Context: an optimization exercise on an open-source flow, tuned for small area, a short achievable clock period and few clock cycles. The choices shown serve that exercise and are no tape-out recipe.
Only simulation tests tie the RTL to the original design; equivalence was not proved.
Power is estimated from default activity; no workload was simulated.

==> design/flow/flow/run.sh <==
#!/bin/bash
set -euo pipefail
bash standard.sh SETUP_SLACK_MARGIN=5.5 finish > standard_flow.log 2>&1
==> design/flow/standard.sh <==
#!/bin/bash
# synth_recipe.tcl (not shown) runs the flow's synth.tcl, then flattens the netlist and writes it again
# the make line also repeats each setting of config.mk as NAME=value (left out here)
make -C /OpenROAD-flow-scripts/flow DESIGN_CONFIG=/design/flow/config.mk WORK_HOME=/design/flow/orfs CLKGATE_MAP_FILE= SYNTH_SCRIPT=/design/flow/synth_recipe.tcl "${@:-finish}"
==> design/flow/config.mk <==
export PLATFORM = sky130hd
export DESIGN_NAME = microCore
export DESIGN_NICKNAME = microCore
export VERILOG_FILES = /design/flow/design.v
export SDC_FILE = /design/flow/constraint.sdc
export NUM_CORES = 4
export LEC_CHECK = 0
export CAP_MARGIN = 40
export CORE_AREA = 5 5 575 575
export DIE_AREA = 0 0 580 580
export SLEW_MARGIN = 40
==> design/flow/constraint.sdc <==
create_clock -name core_clock -period 10.0 [get_ports {reset}]
set_input_delay 2.0000 -clock core_clock [delete_from_list [all_inputs] [get_ports {reset}]]
set_output_delay 2.0000 -clock core_clock [all_outputs]
set_load 0.01 [all_outputs]
==> design/flow/design.v <==
`timescale 1ns/100ps
package cpuPkg;
    localparam int MEM_WORDS = 256;
    localparam int NUM_REGS = 8;
    typedef enum logic [3:0] {
        ADD  = 4'h0,
        SUB  = 4'h1,
        AND  = 4'h2,
        OR   = 4'h3,
        XOR  = 4'h4,
        LDI  = 4'h5,
        LD   = 4'h6,
        ST   = 4'h7,
        JMP  = 4'h8,
        JZ   = 4'h9,
        CALL = 4'ha,
        JR   = 4'hb,
        HALT = 4'hc
    } opcode_t;
    typedef enum logic [2:0] {
        ALU_ADD,
        ALU_SUB,
        ALU_AND,
        ALU_OR,
        ALU_XOR
    } aluOp_t;
    typedef enum logic [1:0] {
        NONE   = 2'b00,
        RESULT = 2'b01,
        DATA   = 2'b10,
        LINK   = 2'b11
    } wrSel_t;
    typedef struct packed {
        opcode_t    opcode;
        logic [2:0] rz;
        logic [2:0] rx;
        logic [2:0] ry;
        logic [2:0] spare;
    } regView_t;
    typedef struct packed {
        opcode_t    opcode;
        logic [2:0] rz;
        logic       pad;
        logic [7:0] imm;
    } immView_t;
    typedef union packed {
        regView_t regView;
        immView_t immView;
    } instrWord_t;
    typedef struct packed {
        logic        req;
        logic        we;
        logic [7:0]  addr;
        logic [15:0] wdata;
    } memReq_t;
endpackage
`timescale 1ns/100ps
`timescale 1ns/100ps
`timescale 1ns/100ps
`timescale 1ns/100ps
`timescale 1ns/100ps
`timescale 1ns/100ps
module unifiedMemory (
    input  logic        reset,
    input  logic [3:0]  rdLo,
    input  logic [15:0] rdHi,
    output logic [63:0] rdata,
    input  logic [15:0] wrLo,
    input  logic [15:0] wrHi,
    input  logic [15:0] wdata,
    output logic [15:0] word0
);
    logic [255:0][15:0] storage;
    always_ff @(posedge reset)
    begin
        for (int w = 0; w < 256; w++)
        begin
            if (wrHi[w / 16] && wrLo[w % 16])
                storage[w] <= wdata;
        end
    end
    logic [63:0] rowSel;
    always_comb
    begin
        for (int r = 0; r < 64; r++)
            rowSel[r] = rdHi[r / 4] && rdLo[r % 4];
    end
    always_comb
    begin
        rdata = 64'd0;
        for (int r = 0; r < 64; r++)
            rdata = rdata | ({storage[4 * r + 3], storage[4 * r + 2],
                              storage[4 * r + 1], storage[4 * r]} & {64{rowSel[r]}});
    end
    assign word0 = storage[0];
endmodule
`timescale 1ns/100ps
module microCore #(
    parameter int MEM_DEPTH_LOG2 = 8
) (
    input  logic        reset,
    input  logic        clk,
    input  logic        run,
    input  logic        hostReq,
    input  logic        hostWe,
    input  logic [7:0]  hostAddr,
    input  logic [15:0] hostWdata,
    output logic        hostGrant,
    output logic        hostRdValid,
    output logic [15:0] hostRdata,
    output logic [7:0]  r0Data,
    output logic        halted
);
    localparam int QD = 10;    
    localparam int QB = 4;     
    localparam logic [3:0] OP_LDI  = 4'h5;
    localparam logic [3:0] OP_LD   = 4'h6;
    localparam logic [3:0] OP_ST   = 4'h7;
    localparam logic [3:0] OP_JMP  = 4'h8;
    localparam logic [3:0] OP_JZ   = 4'h9;
    localparam logic [3:0] OP_CALL = 4'ha;
    localparam logic [3:0] OP_JR   = 4'hb;
    localparam logic [3:0] OP_HALT = 4'hc;
    localparam int SRC_SEQ = 0;    
    localparam int SRC_T   = 1;    
    localparam int SRC_RAS = 2;    
    function automatic logic [15:0] oneHot16(input logic [3:0] a);
        oneHot16 = 16'd1 << a;
    endfunction
    function automatic logic [3:0] oneHot4(input logic [1:0] a);
        oneHot4 = 4'd1 << a;
    endfunction
    function automatic logic isJump(input logic [15:0] w);
        isJump = (w[15:12] == OP_JMP) || (w[15:12] == OP_CALL);
    endfunction
    function automatic logic endsBlock(input logic [15:0] w);
        endsBlock = (w[15:12] == OP_JMP) || (w[15:12] == OP_CALL)
                 || (w[15:12] == OP_JR) || (w[15:12] == OP_HALT);
    endfunction
    function automatic logic isSkipped(input logic [15:0] w);
        isSkipped = (w[15:12] == OP_JMP) || (w[15:12] >= 4'hd);
    endfunction
    function automatic logic [15:0] withLink(input logic [15:0] w, input logic [7:0] link,
                                             input logic [7:0] pred);
        if (w[15:12] == OP_CALL)
            withLink = {w[15:8], link};
        else if (w[15:12] == OP_JR)
            withLink = {w[15:12], pred[7:5], w[8:6], 1'b0, pred[4:0]};
        else
            withLink = w;
    endfunction
    logic          active;     
    logic          done;       
    logic          doneSoon;   
    logic          irValid;
    logic [15:0]   ir;
    logic [15:0]   qw [QD];    
    logic [QB-1:0] qn;
    logic [7:0]    regs [8];
    logic          zf;
    logic          fetchStop;  
    logic [2:0]    src;        
    logic [7:0]    fpc;        
    logic [7:0]    pendT;      
    logic [7:0]    ras;        
    logic          fbValid;    
    logic [63:0]   fbW;
    logic [7:0]    fbAddr;
    logic          ldGo;       
    logic [3:0]    ldLo;
    logic [15:0]   ldHi;
    logic [1:0]    ldWordSel;
    logic          ldPend;     
    logic [2:0]    ldPendRz;
    logic [1:0]    ldPendSel;
    logic [7:0]    ldPendVal;
    logic [3:0]    rdLo;
    logic [15:0]   rdHi;
    logic [63:0]   rdata;
    logic [15:0]   wrLo;
    logic [15:0]   wrHi;
    logic [15:0]   wdata;
    logic [15:0]   word0;
    logic [3:0]  op;
    logic [2:0]  rz;
    logic [7:0]  imm;
    logic [7:0]  rxVal;
    logic [7:0]  ryVal;
    logic        exValid;
    logic        isAlu;
    logic [7:0]  aluRes;
    logic        aluZero;
    assign op = ir[15:12];
    assign rz = ir[11:9];
    assign imm = ir[7:0];
    assign rxVal = (ldPend && (ldPendRz == ir[8:6])) ? ldPendVal : regs[ir[8:6]];
    assign ryVal = (ldPend && (ldPendRz == ir[5:3])) ? ldPendVal : regs[ir[5:3]];
    assign exValid = active && irValid;
    assign isAlu = (op <= 4'h4);
    always_comb
    begin
        case (op)
            4'h0:    aluRes = rxVal + ryVal;
            4'h1:    aluRes = rxVal - ryVal;
            4'h2:    aluRes = rxVal & ryVal;
            4'h3:    aluRes = rxVal | ryVal;
            default: aluRes = rxVal ^ ryVal;
        endcase
    end
    always_comb
    begin
        case (op)
            4'h0:    aluZero = ((rxVal ^ ryVal) == {rxVal[6:0] | ryVal[6:0], 1'b0});
            4'h2:    aluZero = ((rxVal & ryVal) == 8'd0);
            4'h3:    aluZero = ((rxVal | ryVal) == 8'd0);
            default: aluZero = (rxVal == ryVal);
        endcase
    end
    logic        exLd;
    logic        exLdWait;
    logic        exSt;
    logic        exRedirect;   
    assign exLd = exValid && (op == OP_LD);
    assign exLdWait = exLd && !ldGo;
    assign exSt = exValid && (op == OP_ST);
    assign exRedirect = exValid && (op == OP_JR) && (rxVal != {ir[11:9], ir[4:0]});
    always_comb
    begin
        case (ldPendSel)
            2'd0:    ldPendVal = fbW[7:0];
            2'd1:    ldPendVal = fbW[23:16];
            2'd2:    ldPendVal = fbW[39:32];
            default: ldPendVal = fbW[55:48];
        endcase
    end
    logic        fetchOn;      
    logic [7:0]  faBin;
    assign fetchOn = active && !fetchStop && !ldGo
                     && (fbValid ? (qn <= QB'(QD - 8)) : (qn <= QB'(QD - 4)));
    always_comb
    begin
        faBin = 8'd0;
        if (src[SRC_SEQ]) faBin = faBin | fpc;
        if (src[SRC_T])   faBin = faBin | pendT;
        if (src[SRC_RAS]) faBin = faBin | ras;
    end
    logic [15:0] sraw [4];     
    logic [15:0] sw [4];       
    logic [3:0]  present;      
    logic [3:0]  ends;         
    logic [3:0]  inRange;
    logic [3:0]  keep;
    logic [3:0]  dest [4];     
    logic [2:0]  nIns;
    logic [15:0] ins [4];      
    logic        follow;       
    logic        isFollowJump;
    logic        isFollowJr;
    logic        isHaltEnd;
    logic        callEnd;
    logic [7:0]  followT;
    logic [7:0]  callLink;
    logic [7:0]  rowBase;
    assign rowBase = {fbAddr[7:2], 2'b00};
    always_comb
    begin
        for (int p = 0; p < 4; p++)
        begin
            sraw[p] = fbW[16 * p +: 16];
            sw[p] = withLink(sraw[p], rowBase + 8'(p + 1), ras);
            present[p] = fbValid && (2'(p) >= fbAddr[1:0]);
            ends[p] = present[p] && endsBlock(sraw[p]);
        end
        for (int p = 0; p < 4; p++)
        begin
            inRange[p] = present[p];
            for (int q = 0; q < p; q++)
                if (ends[q])
                    inRange[p] = 1'b0;
            keep[p] = inRange[p] && !isSkipped(sraw[p]);
        end
        dest[0] = 4'b0001;
        dest[1] = keep[0] ? 4'b0010 : 4'b0001;
        case ({keep[1], keep[0]})
            2'b00:   dest[2] = 4'b0001;
            2'b11:   dest[2] = 4'b0100;
            default: dest[2] = 4'b0010;
        endcase
        case ({keep[2], keep[1], keep[0]})
            3'b000:                   dest[3] = 4'b0001;
            3'b001, 3'b010, 3'b100:   dest[3] = 4'b0010;
            3'b111:                   dest[3] = 4'b1000;
            default:                  dest[3] = 4'b0100;
        endcase
        for (int k = 0; k < 4; k++)
        begin
            ins[k] = 16'd0;
            for (int p = 0; p < 4; p++)
                if (keep[p] && dest[p][k])
                    ins[k] = ins[k] | sw[p];
        end
        nIns = {2'b0, keep[0]} + {2'b0, keep[1]} + {2'b0, keep[2]} + {2'b0, keep[3]};
        isFollowJump = 1'b0;
        isFollowJr = 1'b0;
        isHaltEnd = 1'b0;
        callEnd = 1'b0;
        followT = sraw[3][7:0];
        callLink = rowBase + 8'd4;
        for (int p = 3; p >= 0; p--)
        begin
            if (ends[p])
            begin
                isFollowJump = isJump(sraw[p]);
                isFollowJr = (sraw[p][15:12] == OP_JR);
                isHaltEnd = (sraw[p][15:12] == OP_HALT);
                callEnd = (sraw[p][15:12] == OP_CALL);
                followT = sraw[p][7:0];
                callLink = rowBase + 8'(p + 1);
            end
        end
        follow = isFollowJump || isFollowJr;
    end
    logic        start;
    logic        zNext;
    logic        fromQ;
    logic [15:0] h0;           
    logic [15:0] h1;           
    logic        h0ok;
    logic        h1ok;
    logic        h0FromQ;
    logic [15:0] nw;
    logic [3:0]  nop;
    logic        advE;         
    logic        advance;
    logic        entJz;        
    logic        fold;         
    logic        ldNext;       
    logic [2:0]  lrx;
    logic [7:0]  lrxVal;       
    assign start = run && !active && !done && !doneSoon;
    assign zNext = (exValid && isAlu) ? aluZero : zf;
    assign fromQ = (qn != QB'(0));
    assign h0 = fromQ ? qw[0] : ins[0];
    logic keepAny;
    logic keepTwo;
    assign keepAny = |keep;
    assign keepTwo = (keep[0] && (keep[1] || keep[2] || keep[3])) || (keep[1] && (keep[2] || keep[3]))
                     || (keep[2] && keep[3]);
    assign h0ok = fromQ || keepAny;
    assign h1 = (qn >= QB'(2)) ? qw[1] : ((qn == QB'(1)) ? ins[0] : ins[1]);
    assign h1ok = (qn >= QB'(2)) || ((qn == QB'(1)) && keepAny) || keepTwo;
    assign advE = active && !exRedirect && !exLdWait;
    assign entJz = advE && h0ok && (h0[15:12] == OP_JZ) && zNext;
    assign fold = advE && h1ok && (h0[15:12] == OP_JZ) && !zNext;
    assign advance = advE && h0ok;
    assign nw = start ? withLink(word0, 8'd1, ras) : (fold ? h1 : h0);
    assign nop = nw[15:12];
    assign lrx = qw[0][8:6];
    always_comb
    begin
        lrxVal = (ldPend && (ldPendRz == lrx)) ? ldPendVal : regs[lrx];
        if (exValid && isAlu && (lrx == 3'd0))
            lrxVal = aluRes;
        else if (exValid && ((op == OP_LDI) && (rz == lrx) || (op == OP_CALL) && (lrx == 3'd7)))
            lrxVal = imm;
    end
    assign ldNext = advE && fromQ && (qw[0][15:12] == OP_LD)
                    && !(exValid && (op == OP_LD) && (rz == lrx));
    logic [15:0]   seq [QD + 6];
    logic [15:0]   qwNew [QD];
    logic [QB-1:0] qnNew;
    logic [QB-1:0] qnAll;
    logic [QB-1:0] qnAll1;
    logic [QB-1:0] qnAll2;
    logic          flush;
    assign flush = !run || start || !active || exRedirect || entJz;
    always_comb
    begin
        for (int i = 0; i < QD + 6; i++)
        begin
            seq[i] = ins[3];
            if (i < qn)
                seq[i] = qw[i];
            else
                for (int k = 0; k < 4; k++)
                    if (i == qn + k)
                        seq[i] = ins[k];
        end
        qnAll = qn + QB'(nIns);
        qnAll1 = qnAll - QB'(1);
        qnAll2 = qnAll - QB'(2);
        for (int i = 0; i < QD; i++)
            qwNew[i] = fold ? seq[i + 2] : (advance ? seq[i + 1] : seq[i]);
        qnNew = flush ? QB'(0) : (fold ? qnAll2 : (advance ? qnAll1 : qnAll));
    end
    logic hostRd;
    logic hostWr;
    assign hostRd = hostReq && !hostWe;
    assign hostWr = hostReq && hostWe;
    assign rdLo = (fetchOn ? oneHot4(faBin[3:2]) : 4'd0)
                | (ldGo ? ldLo : 4'd0)
                | (!active ? oneHot4(hostAddr[3:2]) : 4'd0);
    assign rdHi = (fetchOn ? oneHot16(faBin[7:4]) : 16'd0)
                | (ldGo ? ldHi : 16'd0)
                | (!active ? oneHot16(hostAddr[7:4]) : 16'd0);
    assign wrLo = (exSt ? oneHot16(rxVal[3:0]) : 16'd0)
                | (hostWr ? oneHot16(hostAddr[3:0]) : 16'd0);
    assign wrHi = (exSt ? oneHot16(rxVal[7:4]) : 16'd0)
                | (hostWr ? oneHot16(hostAddr[7:4]) : 16'd0);
    assign wdata = hostWr ? hostWdata : {8'h00, ryVal};
    unifiedMemory i_unifiedMemory (
        .reset(reset),
        .rdLo(rdLo), .rdHi(rdHi), .rdata(rdata),
        .wrLo(wrLo), .wrHi(wrHi), .wdata(wdata),
        .word0(word0)
    );
    logic        redirect;     
    logic [2:0]  srcNew;
    logic [7:0]  pendTNew;
    logic        fetchStopNew;
    logic [7:0]  rasNew;
    logic [7:0]  fpcNew;
    logic        activeNew;
    logic        ldGoNew;
    assign redirect = exRedirect || entJz || (fbValid && follow);
    always_comb
    begin
        srcNew = src;
        pendTNew = pendT;
        fetchStopNew = fetchStop;
        fpcNew = fpc;
        rasNew = ras;
        if (start)
        begin
            srcNew = 3'd1 << SRC_SEQ;
            pendTNew = word0[7:0];
            if (isJump(word0) || ((word0[15:12] == OP_JZ) && zf))
                srcNew = 3'd1 << SRC_T;
            else if (word0[15:12] == OP_JR)
                srcNew = 3'd1 << SRC_RAS;
            fetchStopNew = (word0[15:12] == OP_HALT);
            fpcNew = 8'd1;
            if (word0[15:12] == OP_CALL)
                rasNew = 8'd1;
        end
        else
        begin
            if (fetchOn)
                fpcNew = {faBin[7:2], 2'b00} + 8'd4;
            if (exRedirect || entJz)
            begin
                srcNew = 3'd1 << SRC_T;
                pendTNew = exRedirect ? rxVal : h0[7:0];
                fetchStopNew = 1'b0;
            end
            else if (fbValid)
            begin
                if (isFollowJump)
                begin
                    srcNew = 3'd1 << SRC_T;
                    pendTNew = followT;
                end
                else if (isFollowJr)
                    srcNew = 3'd1 << SRC_RAS;
                else if (fetchOn)
                    srcNew = 3'd1 << SRC_SEQ;
                fetchStopNew = isHaltEnd;
                if (callEnd)
                    rasNew = callLink;
            end
            else if (fetchOn)
                srcNew = 3'd1 << SRC_SEQ;
        end
    end
    assign activeNew = run && (start || active) && !((start || advance) && (nop == OP_HALT));
    assign ldGoNew = run && (ldNext || exLdWait);
    always_ff @(posedge reset or posedge clk)
    begin
        if (clk)
        begin
            active <= 1'b0;
            done <= 1'b0;
            doneSoon <= 1'b0;
            irValid <= 1'b0;
            qn <= QB'(0);
            fbValid <= 1'b0;
            ldGo <= 1'b0;
            ldPend <= 1'b0;
            zf <= 1'b0;
            for (int i = 0; i < 8; i++)
                regs[i] <= 8'd0;
        end
        else
        begin
            active <= activeNew;
            doneSoon <= run && (start || advance) && (nop == OP_HALT) && exLd && ldGo;
            if (!run)
                done <= 1'b0;
            else if (((start || advance) && (nop == OP_HALT) && !(exLd && ldGo)) || doneSoon)
                done <= 1'b1;
            if (start || advance)
                irValid <= 1'b1;
            else if (!exLdWait)
                irValid <= 1'b0;
            qn <= qnNew;
            fbValid <= run && fetchOn && !redirect;
            ldGo <= ldGoNew;
            ldPend <= exLd && ldGo;
            if (ldPend)
                regs[ldPendRz] <= ldPendVal;
            if (exValid)
            begin
                if (isAlu)
                begin
                    regs[0] <= aluRes;
                    zf <= aluZero;
                end
                else if (op == OP_LDI)
                    regs[rz] <= imm;
                else if (op == OP_CALL)
                    regs[7] <= imm;
            end
        end
    end
    always_ff @(posedge reset)
    begin
        if (start || advE)
            ir <= nw;
        for (int i = 0; i < QD; i++)
            qw[i] <= qwNew[i];
        fetchStop <= fetchStopNew;
        src <= srcNew;
        pendT <= pendTNew;
        ras <= rasNew;
        fpc <= fpcNew;
        fbW <= rdata;
        fbAddr <= faBin;
        ldPendRz <= rz;
        ldPendSel <= ldWordSel;
        if (exLdWait)
        begin
            ldLo <= oneHot4(rxVal[3:2]);
            ldHi <= oneHot16(rxVal[7:4]);
            ldWordSel <= rxVal[1:0];
        end
        else
        begin
            ldLo <= oneHot4(lrxVal[3:2]);
            ldHi <= oneHot16(lrxVal[7:4]);
            ldWordSel <= lrxVal[1:0];
        end
    end
    logic        rdValidQ;
    logic [1:0]  hostSel;
    always_ff @(posedge reset or posedge clk)
    begin
        if (clk)
            rdValidQ <= 1'b0;
        else
            rdValidQ <= hostRd;
    end
    always_ff @(posedge reset)
        hostSel <= hostAddr[1:0];
    assign hostGrant = hostReq;
    assign hostRdValid = rdValidQ;
    assign hostRdata = fbW[16 * hostSel +: 16];
    assign r0Data = regs[0];
    assign halted = done;
endmodule
==> reports/qor.txt, run 1 <==
Via-per-instance ratio: 7.777
Combinational Power Share: 25.1%
Detailed-route wire length per cell: 47.71 um
Number of buffers and inverters on the critical path: 4
Part of the power in the clock network: 31.0%
HP Class: reg2reg
Slowest cell on the critical path: sky130_fd_sc_hd__edfxtp_1
Largest net degree at the start of global routing: 209
Post-synthesis instance area: 0.1754 sq mm
F_max: 213.8 MHz
Total half-perimeter wirelength after legalization and detailed placement: 479200 um
Antenna Nets Post-Route: 0
P_sw: 0.01750 W
Proportion of register bits with asynchronous set or reset after synthesis: 1.720%
Register area share after synthesis: 74.96%
Synth Area per Inst: 15.24 sq um
Synth unique cells: 88
Remaining routing DRC violations: 0
Core Region: 0.3240 sq mm
Cell family with most CP delay: compound AO/OA/AOI/OAI gates
Horiz. Die Dim: 580 um
Wire length after detailed routing: 809600 um
Global-route wire length before repair: 1060000 um
Vias after detailed routing: 132000
Final clock skew: 0.09645 ns
Static Leak: 68.14 nW
Unrepaired setup endpoints after global routing: true
TritonCTS Buffers: 445
Count of standard-cell rows: 209
Switching share of power: 32.91%
Vias in the first global route: 119700
Final critical-path required period: 4.678 ns
Clock latency on the worst-skew pair: 1.06 ns
Number of buffers added to fix hold violations after cts: 0
Number of cells in the design after placement: 15780
YS warnings: 10
Internal cell power: 0.03567 W
Starting Density: 54.15%
DIE HEIGHT: 580 um
Relative slew slack: 29.74%
Crit start category: flop
Count of max-cap constraint violations: 0
Critical path required time: 10.83 ns
Final-report setup violation count: 0
Post-route insts no fill: 16970
Instance area after placement: 0.1890 sq mm
Worst-path maximum fanout: 24
Final max-slew violation count: 0
Clock Path Buffers: 4
Cells along the critical path: a222oi_1 > inv_1 > ha_1 > a222oi_1 > bufbuf_16 > nor2_4 > buf_6 > buf_12 > a222oi_1 > nand3_1 > a221oi_2 > nand4_1 > nor3_2 > nand2_2
Antenna violations before repair: 51
Die Outline Area: 0.3364 sq mm
Result of the run: complete, no violations
Relative area change from synthesis to final layout: 19.62%
Syn Nets: 11580
Final Hold Fails: 0
Post-route cell area: 0.2099 sq mm
Worst setup EP type: flop
Highest ir drop seen on vdd: 0.2138 mV
CTS tree: yes
Pwr/cell area: 253.4 mW/mm^2
Congestion Overflow GR: 0
Layout Nets: 12270
Final worst-path cycle share: 46.78%
Syn Inst Count: 11510
Critical Path Max Stage Delay: 0.47 ns
DRC marker count from the first detailed-route iteration: 26530
Proportion of layout cells with a drive suffix above 1: 19.89%
Number of flip-flops and latches in the synthesized netlist: 4477
I/O pin count: 56
Number of flops mapped to enable cells by yosys: 4145
Total negative setup slack: 0 ns
Most used cell, CP: sky130_fd_sc_hd__a222oi_1
Main flop type after synthesis: sky130_fd_sc_hd__edfxtp_1
Clock-pin transition on the worst setup and hold timing paths: 0.06 ns
Proportion of power drawn by flip-flops and latches: 43.9%
Clock root buffer master: sky130_fd_sc_hd__clkbuf_16
Htree depth: 5
First-pass DRT Iterations: 10
CTS sink count: 4477
Count of input and output buffers: 55
Transition time of the tightest slew-check pin: 1.054 ns
Tot GR Track Use: 46.19%
Data arrival time of the critical path: 5.51 ns
Crit Path Category: reg2reg
Final weighted congestion in routability-driven placement: 0.9888
Worst setup slack for register-to-register paths: 5.32 ns
[per-stage QoR]
| stage | hold WS, ns | total power (W) | utilization [%] | setup WS [ns] |
|---|---|---|---|---|
| 2_1_floorplan | 0.3096 | 0.02930 | - | 4.614 |
| 3_3_place_gp | 0.3784 | 0.03427 | 57.08 | 2.955 |
| 3_5_place_dp | 0.3741 | 0.03449 | 58.33 | 3.010 |
| 4_1_cts | 0.3823 | 0.05175 | 63.89 | 5.463 |
| 5_1_grt | 0.3815 | 0.05418 | 64.72 | 5.303 |
| 6_report | 0.3997 | 0.05318 | 64.77 | 5.322 |
[layer usage]
layer	GRT usage (%)	vias to the layer above	share of wire [%]
met5	0.4111	-	0.043
met3	16.26	3556	17
li1	-	48810	-
met2	67.84	14260	42
met1	58.66	65310	32
met4	29.53	26	8.8
[area by class of cell]
cell class / instances / area, sq um
clock buffer: 566 / 11890
clock inverter: 258 / 2241
fill: 22650 / 114100
timing repair buffer: 1072 / 13240
inverter: 86 / 350.3
antenna: 68 / 170.2
tap: 4325 / 5411
sequential: 4477 / 131600
multi-input combinational: 6116 / 44990
[worst register-to-register path, cell delays in order, from the launching register on]
cell                        delay (ns)
sky130_fd_sc_hd__edfxtp_1         0.47
sky130_fd_sc_hd__a222oi_1         0.47
sky130_fd_sc_hd__inv_1            0.17
sky130_fd_sc_hd__ha_1             0.29
sky130_fd_sc_hd__a222oi_1         0.33
sky130_fd_sc_hd__bufbuf_16        0.39
sky130_fd_sc_hd__nor2_4           0.07
sky130_fd_sc_hd__buf_6            0.24
sky130_fd_sc_hd__buf_12           0.27
sky130_fd_sc_hd__a222oi_1         0.34
sky130_fd_sc_hd__nand3_1          0.25
sky130_fd_sc_hd__a221oi_2         0.26
sky130_fd_sc_hd__nand4_1          0.39
sky130_fd_sc_hd__nor3_2           0.38
sky130_fd_sc_hd__nand2_2          0.21
[cell families after synthesis]
logic type / share of synthesized area (%)
xor+xnor: 0.1947
buf+inv: 2.013
compound gates: 14.97
simple gates: 6.106
mux: 1.426
flops: 74.96
fa+ha+maj: 0.3352
[sequential cells by signal, summed over array words and instances (netlist names), 7 cells and up]
register	cells
qw	160
pendT	8
fbAddr	8
ras	8
regs	64
i_unifiedMemory.storage	4096
ldHi	16
fbW	64
ir	16
fpc	7
[cell usage in the layout, fill, tap and decap left out, types with 91 or more instances in the layout]
| cell type | n |
|---|---|
| sky130_fd_sc_hd__a221oi_1 | 274 |
| sky130_fd_sc_hd__a222oi_1 | 156 |
| sky130_fd_sc_hd__clkinv_2 | 99 |
| sky130_fd_sc_hd__a211oi_1 | 96 |
| sky130_fd_sc_hd__o211ai_1 | 112 |
| sky130_fd_sc_hd__buf_4 | 600 |
| sky130_fd_sc_hd__a22oi_1 | 1352 |
| sky130_fd_sc_hd__clkbuf_1 | 98 |
| sky130_fd_sc_hd__nor2_2 | 131 |
| sky130_fd_sc_hd__o21ai_0 | 289 |
| sky130_fd_sc_hd__clkbuf_16 | 469 |
| sky130_fd_sc_hd__nor2_1 | 397 |
| sky130_fd_sc_hd__dfxtp_1 | 228 |
| sky130_fd_sc_hd__mux2i_1 | 140 |
| sky130_fd_sc_hd__clkinv_1 | 95 |
| sky130_fd_sc_hd__nor2_4 | 215 |
| sky130_fd_sc_hd__buf_16 | 117 |
| sky130_fd_sc_hd__a21oi_1 | 355 |
| sky130_fd_sc_hd__edfxtp_1 | 4145 |
| sky130_fd_sc_hd__a22o_1 | 288 |
| sky130_fd_sc_hd__o22ai_1 | 91 |
| sky130_fd_sc_hd__nand4_1 | 318 |
| sky130_fd_sc_hd__nand2_1 | 511 |
| sky130_fd_sc_hd__nand3_1 | 254 |
| sky130_fd_sc_hd__buf_6 | 91 |
[power groups by stage]
| stage | sequential, W | clock, W | combinational [W] |
|---|---|---|---|
| floorplan | 0.0232 | 0 | 0.00606 |
| global placement | 0.0237 | 0 | 0.0106 |
| detailed placement | 0.0236 | 0 | 0.0109 |
| CTS | 0.0232 | 0.0164 | 0.0121 |
| global route | 0.0233 | 0.0172 | 0.0137 |
| finish | 0.0233 | 0.0165 | 0.0134 |
[final timing paths]
check	start	end	cells after the start
min in group asynchronous	clk	regs[6][4]$_DFF_PP0_	2
min	ldWordSel[1]$_DFF_P_	ldPendSel[1]$_DFF_P_	0
max	ras[2]$_SDFFCE_PP0P_	fbW[48]$_DFF_P_	14
min reg2reg	ldWordSel[1]$_DFF_P_	ldPendSel[1]$_DFF_P_	0
max in group asynchronous	clk	qn[3]$_DFF_PP0_	3
max reg2reg	ras[2]$_SDFFCE_PP0P_	fbW[48]$_DFF_P_	14
[synthesized netlist by cell type, drive strengths merged, types with 11 or more instances]
library cell | n | area (sq um)
a2111oi | 11 | 102.6
a211o | 14 | 122.6
a211oi | 100 | 750.7
a21o | 23 | 172.7
a21oi | 394 | 1972
a221o | 20 | 200.2
a221oi | 316 | 2768
a222oi | 156 | 1562
a22o | 288 | 2522
a22oi | 1390 | 10440
a2bb2oi | 15 | 131.4
a31oi | 26 | 162.7
a32oi | 20 | 175.2
and2 | 21 | 131.4
and3 | 38 | 237.7
buf | 167 | 701.9
clkbuf | 668 | 2507
dfrtp | 77 | 1927
dfxtp | 255 | 5105
edfxtp | 4145 | 124500
ha | 39 | 488.0
inv | 83 | 311.6
mux2 | 27 | 304.0
mux2i | 143 | 1431
mux4 | 34 | 765.7
nand2 | 537 | 2016
nand2b | 34 | 212.7
nand3 | 261 | 1306
nand4 | 318 | 1989
nor2 | 743 | 2791
nor2b | 28 | 175.2
nor3 | 116 | 580.6
nor3b | 16 | 125.1
nor4 | 95 | 594.3
o211ai | 112 | 840.8
o21a | 20 | 150.1
o21ai | 322 | 1612
o221ai | 64 | 560.5
o22a | 59 | 516.8
o22ai | 100 | 625.6
o31ai | 14 | 105.1
or2 | 14 | 87.58
or3 | 12 | 75.07
xnor2 | 29 | 254.0
[what timing repair did]
action / in CTS / in global routing
resized for setup: 467 / 278
endpoints found under the setup margin: 2805 / 501
pin swaps: 83 / 109
cloned: 20 / 20
setup buffers: 146 / 105
Testbench counts, summed over its fixed seeds: cycles 20,161.
==> inputs of run 2 (changes only) <==
--- a/design/flow/design.v
+++ b/design/flow/design.v
@@ -66,3 +66,4 @@
     input  logic [15:0] rdHi,
-    output logic [63:0] rdata,
+    output logic [63:0] rdataLo,
+    output logic [63:0] rdataHi,
     input  logic [15:0] wrLo,
@@ -89,6 +90,11 @@
     begin
-        rdata = 64'd0;
-        for (int r = 0; r < 64; r++)
-            rdata = rdata | ({storage[4 * r + 3], storage[4 * r + 2],
-                              storage[4 * r + 1], storage[4 * r]} & {64{rowSel[r]}});
+        rdataLo = 64'd0;
+        rdataHi = 64'd0;
+        for (int r = 0; r < 32; r++)
+        begin
+            rdataLo = rdataLo | ({storage[4 * r + 3], storage[4 * r + 2],
+                                  storage[4 * r + 1], storage[4 * r]} & {64{rowSel[r]}});
+            rdataHi = rdataHi | ({storage[4 * r + 131], storage[4 * r + 130],
+                                  storage[4 * r + 129], storage[4 * r + 128]} & {64{rowSel[r + 32]}});
+        end
     end
@@ -166,2 +172,4 @@
     logic          fbValid;    
+    logic [63:0]   fbWLo;      
+    logic [63:0]   fbWHi;
     logic [63:0]   fbW;
@@ -178,3 +186,4 @@
     logic [15:0]   rdHi;
-    logic [63:0]   rdata;
+    logic [63:0]   rdataLo;
+    logic [63:0]   rdataHi;
     logic [15:0]   wrLo;
@@ -235,2 +244,3 @@
     end
+    assign fbW = fbWLo | fbWHi;
     logic        fetchOn;      
@@ -412,3 +422,3 @@
         .reset(reset),
-        .rdLo(rdLo), .rdHi(rdHi), .rdata(rdata),
+        .rdLo(rdLo), .rdHi(rdHi), .rdataLo(rdataLo), .rdataHi(rdataHi),
         .wrLo(wrLo), .wrHi(wrHi), .wdata(wdata),
@@ -535,3 +545,4 @@
         fpc <= fpcNew;
-        fbW <= rdata;
+        fbWLo <= rdataLo;
+        fbWHi <= rdataHi;
         fbAddr <= faBin;
==> run 2 against run 1 <==
Hold slack got worse by 0.025 ns. Largest cell class unchanged. Clock power about the same. Synthesized cell count increased by 2.0%. Combinational power increased by 4%. Final cell count increased by 0.21%. Die area unchanged. Still clean on timing, DRC and antenna. Via count decreased by 4.3%. Cell area decreased by 0.14%.
==> reports/qor.txt, run 2 <==
Result of the run: complete, no violations (unchanged)
Proportion of layout cells with a drive suffix above 1: 18.45% (was 19.89%)
Synth unique cells: 89 (was 88)
Number of flip-flops in the largest register: 4096 (unchanged)
Clock latency on the worst-skew pair: 1.01 ns (was 1.06 ns)
First element of the critical path: ir[6]$_DFFE_PP_ (was ras[2]$_SDFFCE_PP0P_)
Share of the synthesized area in the top cell type: 70.05% (was 70.95%)
Highest ir drop seen on vdd: 0.2499 mV (was 0.2138 mV)
Total negative setup slack: 0 ns (unchanged)
Vias in the first global route: 115900 (was 119700)
Beginning of the worst register-to-register path: ir[6]$_DFFE_PP_ (was ras[2]$_SDFFCE_PP0P_)
Starting Density: 54.84% (was 54.15%)
Syn Inst Count: 11740 (was 11510)
Final critical-path required period: 4.582 ns (was 4.678 ns)
Clock-pin transition on the worst setup and hold timing paths: 0.06 ns (about the same)
Leading cell type in the layout, fill and taps excluded: sky130_fd_sc_hd__edfxtp_1 (unchanged)
Crit start category: flop (unchanged)
Largest area contributor in the synthesized netlist: sky130_fd_sc_hd__edfxtp_1 (unchanged)
Critical path required time: 10.71 ns (was 10.83 ns)
Static Leak: 68.30 nW (was 68.14 nW)
Power after layout: 0.05445 W (was 0.05318 W)
TritonCTS Buffers: 450 (was 445)
Register area share after synthesis: 74.73% (was 74.96%)
Number of flops mapped to enable cells by yosys: 4145 (unchanged)
Final clock skew: 0.06142 ns (was 0.09645 ns)
Congestion Overflow GR: 0 (unchanged)
Wire length after detailed routing: 720500 um (was 809600 um)
Transition time of the tightest slew-check pin: 0.9850 ns (was 1.054 ns)
Final-report setup violation count: 0 (unchanged)
Final weighted congestion in routability-driven placement: 0.9744 (was 0.9888)
YS warnings: 10 (unchanged)
Antenna Nets Post-Route: 0 (unchanged)
Most used cell, CP: sky130_fd_sc_hd__buf_6 (was sky130_fd_sc_hd__a222oi_1)
Relative area change from synthesis to final layout: 17.93% (was 19.62%)
DRC marker count from the first detailed-route iteration: 23160 (was 26530)
Clock Path Buffers: 4 (unchanged)
Total half-perimeter wirelength after legalization and detailed placement: 406600 um (was 479200 um)
F_max: 218.2 MHz (was 213.8 MHz)
Data arrival time of the critical path: 5.29 ns (was 5.51 ns)
Antenna violations before repair: 52 (was 51)
Most common cell in the netlist: sky130_fd_sc_hd__edfxtp_1 (unchanged)
Cell types occupying the most area after synthesis: sky130_fd_sc_hd__edfxtp_1 (70%), sky130_fd_sc_hd__a22oi_1 (5.8%), sky130_fd_sc_hd__dfxtp_1 (3.6%) (was sky130_fd_sc_hd__edfxtp_1 (71%), sky130_fd_sc_hd__a22oi_1 (5.9%), sky130_fd_sc_hd__dfxtp_1 (2.9%))
Final worst-path cycle share: 45.82% (was 46.78%)
Vias after detailed routing: 126200 (was 132000)
Final max-slew violation count: 0 (unchanged)
Detailed-route wire length per cell: 42.37 um (was 47.71 um)
Registers with the most flip-flops: i_unifiedMemory.storage: 4096 flops, qw: 160 flops (unchanged)
CTS sink count: 4541 (was 4477)
Slowest cell on the critical path: sky130_fd_sc_hd__edfxtp_1 (unchanged)
Worst-path maximum fanout: 7 (was 24)
Synth Area per Inst: 15.14 sq um (was 15.24 sq um)
Post-synthesis instance area: 0.1777 sq mm (was 0.1754 sq mm)
Pwr/cell area: 259.8 mW/mm^2 (was 253.4 mW/mm^2)
Clock root buffer master: sky130_fd_sc_hd__clkbuf_16 (unchanged)
Layout Nets: 12320 (was 12270)
Worst setup EP type: flop (unchanged)
Count of standard-cell rows: 209 (unchanged)
Largest register by flop count: i_unifiedMemory.storage (unchanged)
Syn Nets: 11810 (was 11580)
Count of input and output buffers: 55 (unchanged)
DIE HEIGHT: 580 um (unchanged)
Critical Path Max Stage Delay: 0.46 ns (was 0.47 ns)
Fin Hold WS: 0.3746 ns (was 0.3997 ns)
Relative slew slack: 32.45% (was 29.74%)
Count of max-cap constraint violations: 0 (unchanged)
Leading cell types in the layout, fill and taps excluded: sky130_fd_sc_hd__edfxtp_1 (4145), sky130_fd_sc_hd__a22oi_1 (1334), sky130_fd_sc_hd__buf_4 (482), sky130_fd_sc_hd__clkbuf_16 (475) (was sky130_fd_sc_hd__edfxtp_1 (4145), sky130_fd_sc_hd__a22oi_1 (1352), sky130_fd_sc_hd__buf_4 (600), sky130_fd_sc_hd__nand2_1 (511), sky130_fd_sc_hd__clkbuf_16 (469))
First-pass DRT Iterations: 9 (was 10)
Proportion of register bits with asynchronous set or reset after synthesis: 1.696% (was 1.720%)
Crit Path Category: reg2reg (unchanged)
Reg-to-Reg End: qw[0][8]$_DFFE_PP_ (was fbW[48]$_DFF_P_)
Reg2Reg Depth: 21 (was 14)
Worst setup slack for register-to-register paths: 5.42 ns (was 5.32 ns)
Worst Setup EP: qw[0][8]$_DFFE_PP_ (was fbW[48]$_DFF_P_)
Final Hold Fails: 0 (unchanged)
Remaining routing DRC violations: 0 (unchanged)
Core Region: 0.3240 sq mm (unchanged)
I/O pin count: 56 (unchanged)
Die Outline Area: 0.3364 sq mm (unchanged)
HP Class: reg2reg (unchanged)
Unrepaired setup endpoints after global routing: true (unchanged)
Main flop type after synthesis: sky130_fd_sc_hd__edfxtp_1 (unchanged)
CTS tree: yes (unchanged)
Tot GR Track Use: 41.39% (was 46.19%)
Most common library cells after synthesis: sky130_fd_sc_hd__edfxtp_1 (4145), sky130_fd_sc_hd__a22oi_1 (1364), sky130_fd_sc_hd__nor2_1 (824), sky130_fd_sc_hd__clkbuf_1 (650), sky130_fd_sc_hd__nand2_1 (483) (was sky130_fd_sc_hd__edfxtp_1 (4145), sky130_fd_sc_hd__a22oi_1 (1390), sky130_fd_sc_hd__nor2_1 (742), sky130_fd_sc_hd__clkbuf_1 (668), sky130_fd_sc_hd__nand2_1 (537))
Cells along the critical path: buf_12 > or3_4 > or2_4 > o211ai_1 > a21boi_2 > buf_6 > clkinvlp_4 > ha_4 > xor2_1 > nand4_1 > o211ai_1 > a22o_4 > a31oi_4 > buf_6 > and2_4 > nor2_4 > buf_12 > buf_6 > clkbuf_16 > nand2_1 > o221ai_1 (was a222oi_1 > inv_1 > ha_1 > a222oi_1 > bufbuf_16 > nor2_4 > buf_6 > buf_12 > a222oi_1 > nand3_1 > a221oi_2 > nand4_1 > nor3_2 > nand2_2)
Horiz. Die Dim: 580 um (unchanged)
Number of flip-flops and latches in the synthesized netlist: 4541 (was 4477)
Htree depth: 5 (unchanged)
Global-route wire length before repair: 970500 um (was 1060000 um)
Via-per-instance ratio: 7.423 (was 7.777)
Largest net degree at the start of global routing: 195 (was 209)
Number of buffers added to fix hold violations after cts: 0 (unchanged)
-- run 2: through the flow --
| step | worst slack (ns) | cells | area [sq um] | utilization [%] |
|---|---|---|---|---|
| finish | 5.418 | 17000 | 209600 | 64.68 |
| detailed placement | 3.414 | 15880 | 189700 | 58.56 |
| global route | 5.346 | 16980 | 209500 | 64.66 |
| global placement | 3.404 | 15750 | 186800 | 57.64 |
| floorplan | 4.738 | 11740 | 177800 | - |
| CTS | 5.409 | 16840 | 207000 | 63.90 |
-- run 2: logic make-up (layout without fill, tap and decap cells) --
family	count (synthesis)	after routing	synth area share [%]
AO/OA/AOI/OAI	3673	3675	15.14
XOR/XNOR	43	43	0.2119
adder cells (fa/ha/maj)	44	44	0.3309
buffers and inverters	893	1793	1.952
flip-flops	4541	4541	74.73
multiplexers	202	202	1.366
other	0	37	0
AND/OR/NAND/NOR	2342	2344	6.272
-- run 2: cell type report --
| cell class | instances | area (sq um) |
|---|---|---|
| flip-flops and latches | 4541 | 132900 |
| fillers | 22840 | 114400 |
| multi-input cells | 6308 | 45430 |
| clock buffers | 602 | 12310 |
| repair buffers | 866 | 10820 |
| well taps | 4325 | 5411 |
| clock inverters | 243 | 2217 |
| inverters | 82 | 336.6 |
| diodes | 37 | 92.59 |
-- run 2: how the worst min path moves through the flow --
stage | from | end | slack (ns) | depth (start not counted)
after floorplan | ldWordSel[0]$_DFF_P_ | ldPendSel[0]$_DFF_P_ | 0.31 | 0
after global placement | ldWordSel[1]$_DFF_P_ | ldPendSel[1]$_DFF_P_ | 0.36 | 0
after detailed placement | ldWordSel[1]$_DFF_P_ | ldPendSel[1]$_DFF_P_ | 0.35 | 0
after CTS | ldWordSel[1]$_DFF_P_ | ldPendSel[1]$_DFF_P_ | 0.36 | 0
after global routing | ldWordSel[1]$_DFF_P_ | ldPendSel[1]$_DFF_P_ | 0.37 | 0
final | ldWordSel[1]$_DFF_P_ | ldPendSel[1]$_DFF_P_ | 0.37 | 0
-- run 2: what timing repair did --
item | 4_1_cts | 5_1_grt
cloned | 20 | 12
gates resized for setup | 479 | 157
pin swaps | 60 | 47
buffers inserted | 101 | 85
hold endpoints to repair | 0 | 0
setup endpoints to repair | 4255 | 356
-- run 2: metal layers --
metal / part of all wire (%) / track usage, % / routed length, um
met5: 0.030 / 0 / 216
met4: 5.1 / 16.32 / 36910
met3: 16 / 12.68 / 113400
met2: 43 / 60.22 / 307700
met1: 36 / 58.81 / 262200
-- run 2: critical path: cells and delay by family (launching register included) --
kind	cells	cell delay [ns]
compound gates	6	1.17
buf+inv	7	1.14
simple gates	6	1.06
flops	1	0.46
fa+ha+maj	1	0.30
xor+xnor	1	0.16
-- run 2: power by group --
group          leakage [nW]  switching, W  internal (W)
Sequential             41.6      0.000839        0.0228
Clock                  7.09       0.00733       0.00951
Combinational          19.7       0.00978       0.00423
Total                  68.3        0.0179        0.0365
Testbench counts of run 2, summed over its fixed seeds: cycles 20,161.
==> inputs of run 3 (changes only) <==
--- a/design/flow/config.mk
+++ b/design/flow/config.mk
@@ -9,2 +9,4 @@
 export CORE_AREA = 5 5 575 575
+export CTS_CLUSTER_DIAMETER = 100
+export CTS_CLUSTER_SIZE = 20
 export DIE_AREA = 0 0 580 580
==> run 3 against run 2 <==
Still clean. Critical path depth down 1. Via count down 1.2%. Setup slack better by 0.0012 ns. Clock skew down 0.013 ns. Critical path type unchanged. Critical endpoint is now qw[0][2]$_DFFE_PP_. Largest cell class unchanged. Highest routed layer unchanged.
==> reports/qor.txt, run 3 <==
Highest ir drop seen on vdd: 0.2335 mV (was 0.2499 mV)
First element of the critical path: ir[6]$_DFFE_PP_ (unchanged)
Worst hold path startpoint: ldWordSel[1]$_DFF_P_ (unchanged)
Relative slew slack: 33.61% (was 32.45%)
Count of max-cap constraint violations: 0 (unchanged)
Leading cell types in the layout, fill and taps excluded: sky130_fd_sc_hd__edfxtp_1 (4145), sky130_fd_sc_hd__a22oi_1 (1332), sky130_fd_sc_hd__buf_4 (485), sky130_fd_sc_hd__nand2_1 (469), sky130_fd_sc_hd__nor2_1 (468) (was sky130_fd_sc_hd__edfxtp_1 (4145), sky130_fd_sc_hd__a22oi_1 (1334), sky130_fd_sc_hd__buf_4 (482), sky130_fd_sc_hd__clkbuf_16 (475))
Congestion Overflow GR: 0 (unchanged)
Vias in the first global route: 114200 (was 115900)
Fill cell total of the finished layout: 23490 (was 22840)
Final clock skew: 0.04832 ns (was 0.06142 ns)
Cell types occupying the most area after synthesis: sky130_fd_sc_hd__edfxtp_1 (70%), sky130_fd_sc_hd__a22oi_1 (5.8%), sky130_fd_sc_hd__dfxtp_1 (3.6%) (unchanged)
Relative area change from synthesis to final layout: 14.16% (was 17.93%)
Final worst-path cycle share: 45.81% (was 45.82%)
Highest-utilization routing layer at the global route stage: met2 (unchanged)
Footprint of the flip-flops and latches: 0.1329 sq mm (about the same)
Detailed-route wire length per cell: 43.02 um (was 42.37 um)
Die Outline Area: 0.3364 sq mm (unchanged)
DIE HEIGHT: 580 um (unchanged)
Global-route wire length before repair: 963700 um (was 970500 um)
Horiz. Die Dim: 580 um (unchanged)
Antenna Nets Post-Route: 0 (unchanged)
Via-per-instance ratio: 7.505 (was 7.423)
Clock root buffer master: sky130_fd_sc_hd__clkbuf_16 (unchanged)
CTS tree: yes (unchanged)
Post-synthesis instance area: 0.1777 sq mm (unchanged)
Crit Path Category: reg2reg (unchanged)
GR Layer Usage met2: 59.68% (was 60.22%)
Data arrival time of the critical path: 5.28 ns (was 5.29 ns)
Leading cell type in the layout, fill and taps excluded: sky130_fd_sc_hd__edfxtp_1 (unchanged)
GR met1 Demand/Resource: 58.61% (was 58.81%)
Most common library cells after synthesis: sky130_fd_sc_hd__edfxtp_1 (4145), sky130_fd_sc_hd__a22oi_1 (1364), sky130_fd_sc_hd__nor2_1 (824), sky130_fd_sc_hd__clkbuf_1 (650), sky130_fd_sc_hd__nand2_1 (483) (unchanged)
Count of standard-cell rows: 209 (unchanged)
Combinational Power Share: 28.3% (was 25.7%)
Final max-slew violation count: 0 (unchanged)
TritonCTS Buffers: 273 (was 450)
Proportion of register bits with asynchronous set or reset after synthesis: 1.696% (unchanged)
Clock Path Buffers: 4 (unchanged)
Share of the synthesized area in the top cell type: 70.05% (unchanged)
Layout Nets: 12140 (was 12320)
Part of the power in the clock network: 23.8% (was 30.9%)
Static Leak: 64.97 nW (was 68.30 nW)
Largest register by flop count: i_unifiedMemory.storage (unchanged)
First-pass DRT Iterations: 12 (was 9)
Fin Hold WS: 0.3662 ns (was 0.3746 ns)
Remaining routing DRC violations: 0 (unchanged)
Register area share after synthesis: 74.73% (unchanged)
Main flop type after synthesis: sky130_fd_sc_hd__edfxtp_1 (unchanged)
Total negative setup slack: 0 ns (unchanged)
Internal cell power: 0.03221 W (was 0.03650 W)
HP Class: reg2reg (unchanged)
Count of input and output buffers: 55 (unchanged)
Worst-path maximum fanout: 8 (was 7)
Htree depth: 5 (unchanged)
Synth unique cells: 89 (unchanged)
Power after layout: 0.04917 W (was 0.05445 W)
Number of flip-flops and latches in the synthesized netlist: 4541 (unchanged)
Transition time of the tightest slew-check pin: 0.9681 ns (was 0.9850 ns)
Critical path required time: 10.70 ns (was 10.71 ns)
CTS sink count: 4541 (unchanged)
Tot GR Track Use: 41.12% (was 41.39%)
Worst setup EP type: flop (unchanged)
Registers with the most flip-flops: i_unifiedMemory.storage: 4096 flops, qw: 160 flops (unchanged)
Wire length after detailed routing: 715200 um (was 720500 um)
F_max: 218.3 MHz (was 218.2 MHz)
Largest area contributor in the synthesized netlist: sky130_fd_sc_hd__edfxtp_1 (unchanged)
Number of flops mapped to enable cells by yosys: 4145 (unchanged)
Final Hold Fails: 0 (unchanged)
DRC marker count from the first detailed-route iteration: 22740 (was 23160)
Number of buffers added to fix hold violations after cts: 0 (unchanged)
Number of flip-flops in the largest register: 4096 (unchanged)
Core Region: 0.3240 sq mm (unchanged)
P_sw: 0.01696 W (was 0.01795 W)
Beginning of the worst register-to-register path: ir[6]$_DFFE_PP_ (unchanged)
Largest net degree at the start of global routing: 195 (unchanged)
YS warnings: 10 (unchanged)
Final-report setup violation count: 0 (unchanged)
Switching share of power: 34.49% (was 32.96%)
Multi-input combinational cell area: 0.04545 sq mm (was 0.04543 sq mm)
Syn Inst Count: 11740 (unchanged)
I/O pin count: 56 (unchanged)
Final critical-path required period: 4.581 ns (was 4.582 ns)
Total half-perimeter wirelength after legalization and detailed placement: 406600 um (unchanged)
Syn Nets: 11810 (unchanged)
Vias after detailed routing: 124800 (was 126200)
Pwr/cell area: 242.4 mW/mm^2 (was 259.8 mW/mm^2)
Proportion of power drawn by flip-flops and latches: 47.9% (was 43.3%)
Unrepaired setup endpoints after global routing: true (unchanged)
Clock-pin transition on the worst setup and hold timing paths: 0.09 ns (was 0.06 ns)
Starting Density: 54.84% (unchanged)
Synth Area per Inst: 15.14 sq um (unchanged)
Proportion of layout cells with a drive suffix above 1: 16.46% (was 18.45%)
Crit start category: flop (unchanged)
Clock latency on the worst-skew pair: 0.95 ns (was 1.01 ns)
Result of the run: complete, no violations (unchanged)
Antenna violations before repair: 55 (was 52)
Met3 Use GR: 12.56% (was 12.68%)
Final weighted congestion in routability-driven placement: 0.9744 (unchanged)
Most common cell in the netlist: sky130_fd_sc_hd__edfxtp_1 (unchanged)
run 3: cell counts after synthesis:
Identical to the previous run, type by type.
run 3: cells by family (layout without fill, tap and decap cells):
logic type      count (synthesis)  after routing  share of synthesized area, %
compound gates               3673           3675                         15.14
simple gates                 2342           2344                         6.272
buf+inv                       893           1413                         1.952
fa+ha+maj                      44             44                        0.3309
mux                           202            202                         1.366
flops                        4541           4541                         74.73
other cells                     0             37                             0
xor+xnor                       43             43                        0.2119
run 3: critical path, cell delays in order, from the launching register on:
cell and delay, ns:
sky130_fd_sc_hd__edfxtp_1 0.46, sky130_fd_sc_hd__buf_6 0.17, sky130_fd_sc_hd__clkbuf_16 0.15, sky130_fd_sc_hd__or3_4 0.38, sky130_fd_sc_hd__or2_4 0.25, sky130_fd_sc_hd__o211ai_1 0.14
sky130_fd_sc_hd__a21boi_2 0.23, sky130_fd_sc_hd__buf_6 0.15, sky130_fd_sc_hd__clkinvlp_4 0.16, sky130_fd_sc_hd__ha_4 0.28, sky130_fd_sc_hd__xor2_1 0.16, sky130_fd_sc_hd__nand4_1 0.09
sky130_fd_sc_hd__o211ai_1 0.12, sky130_fd_sc_hd__a22o_4 0.29, sky130_fd_sc_hd__a31oi_4 0.27, sky130_fd_sc_hd__buf_6 0.15, sky130_fd_sc_hd__and2_4 0.18, sky130_fd_sc_hd__nor2_4 0.08
sky130_fd_sc_hd__buf_12 0.20, sky130_fd_sc_hd__clkbuf_16 0.18, sky130_fd_sc_hd__a211o_1 0.26
run 3: layout make-up:
type | count | share of cell area, %
Sequential cell | 4541 | 65.53
Antenna cell | 37 | 0.04564
Clock inverter | 33 | 0.1986
Timing Repair Buffer | 862 | 5.245
Clock buffer | 436 | 3.744
Inverter | 82 | 0.1635
Multi-Input combinational cell | 6308 | 22.41
Tap cell | 4325 | 2.668
run 3: per-stage QoR:
stage / utilization [%] / std cells / area, sq um / setup slack, ns
2_1_floorplan: - / 11740 / 177800 / 4.738
3_3_place_gp: 57.64 / 15750 / 186800 / 3.404
3_5_place_dp: 58.56 / 15880 / 189700 / 3.414
4_1_cts: 61.82 / 16460 / 200300 / 5.415
5_1_grt: 62.60 / 16610 / 202800 / 5.345
6_report: 62.61 / 16620 / 202900 / 5.419
run 3: final timing paths:
kind / slack [ns] / endpoint / cells past startpoint
max: 5.42 / qw[0][2]$_DFFE_PP_ / 20
min: 0.37 / ldPendSel[1]$_DFF_P_ / 0
max reg2reg: 5.42 / qw[0][2]$_DFFE_PP_ / 20
min reg2reg: 0.37 / ldPendSel[1]$_DFF_P_ / 0
max in group asynchronous: 7.89 / regs[0][0]$_DFF_PP0_ / 3
min in group asynchronous: 1.60 / regs[5][3]$_DFF_PP0_ / 3
run 3: power by group through the flow:
stage / logic [W] / clock network [W] / registers (W)
floorplan: 0.00640 / 0 / 0.0235
global placement: 0.0113 / 0 / 0.0239
detailed placement: 0.0115 / 0 / 0.0239
CTS: 0.0123 / 0.0117 / 0.0235
global route: 0.0142 / 0.0124 / 0.0235
finish: 0.0139 / 0.0117 / 0.0235
run 3: repair_timing:
action,in CTS,in global routing
gates cloned,14,11
endpoints found under the hold margin,0,0
resized for setup,451,182
setup endpoints to repair,4263,336
buffers inserted,102,89
pin swaps,56,51
run 3: metal layers:
metal / vias up / share of wire [%]
met1: 63380 / 37
met5: - / 0.031
li1: 48420 / -
met4: 32 / 5.0
met3: 1833 / 16
met2: 11090 / 43

re-timing with driven ports:
Ports are ideal in the flow. The routed layouts listed here were re-timed in OpenROAD. Step 1: set_driving_cell puts a clkbuf_16 on reset and a buf_2 on each other input, an assumption about the parent block. Step 2 adds t to the input delays and takes it off the output delays; t is the mean of the earliest and latest rising clock arrival at the registers after step 1. Input paths then give back, and output paths get back, about the clock's delay inside the block. Three values: no drivers, after step 1, after step 2; two values: the first two.
run | t (ns) | slack for setup (ns) | worst setup path after step 2 | pins driven straight from the clock port
run 1 | 1.120 | 5.322 / 5.322 / 4.226 | input to register | 1
run 2 | 1.084 | 5.418 / 5.351 / 4.291 | input to register | 1
run 3 | 1.028 | 5.419 / 5.392 / 4.389 | input to register | 1
After both steps every run listed still meets setup and hold. The setup slack of run 2, which loses most, moves by -0.067 ns with the drivers and by -1.127 ns with both steps.
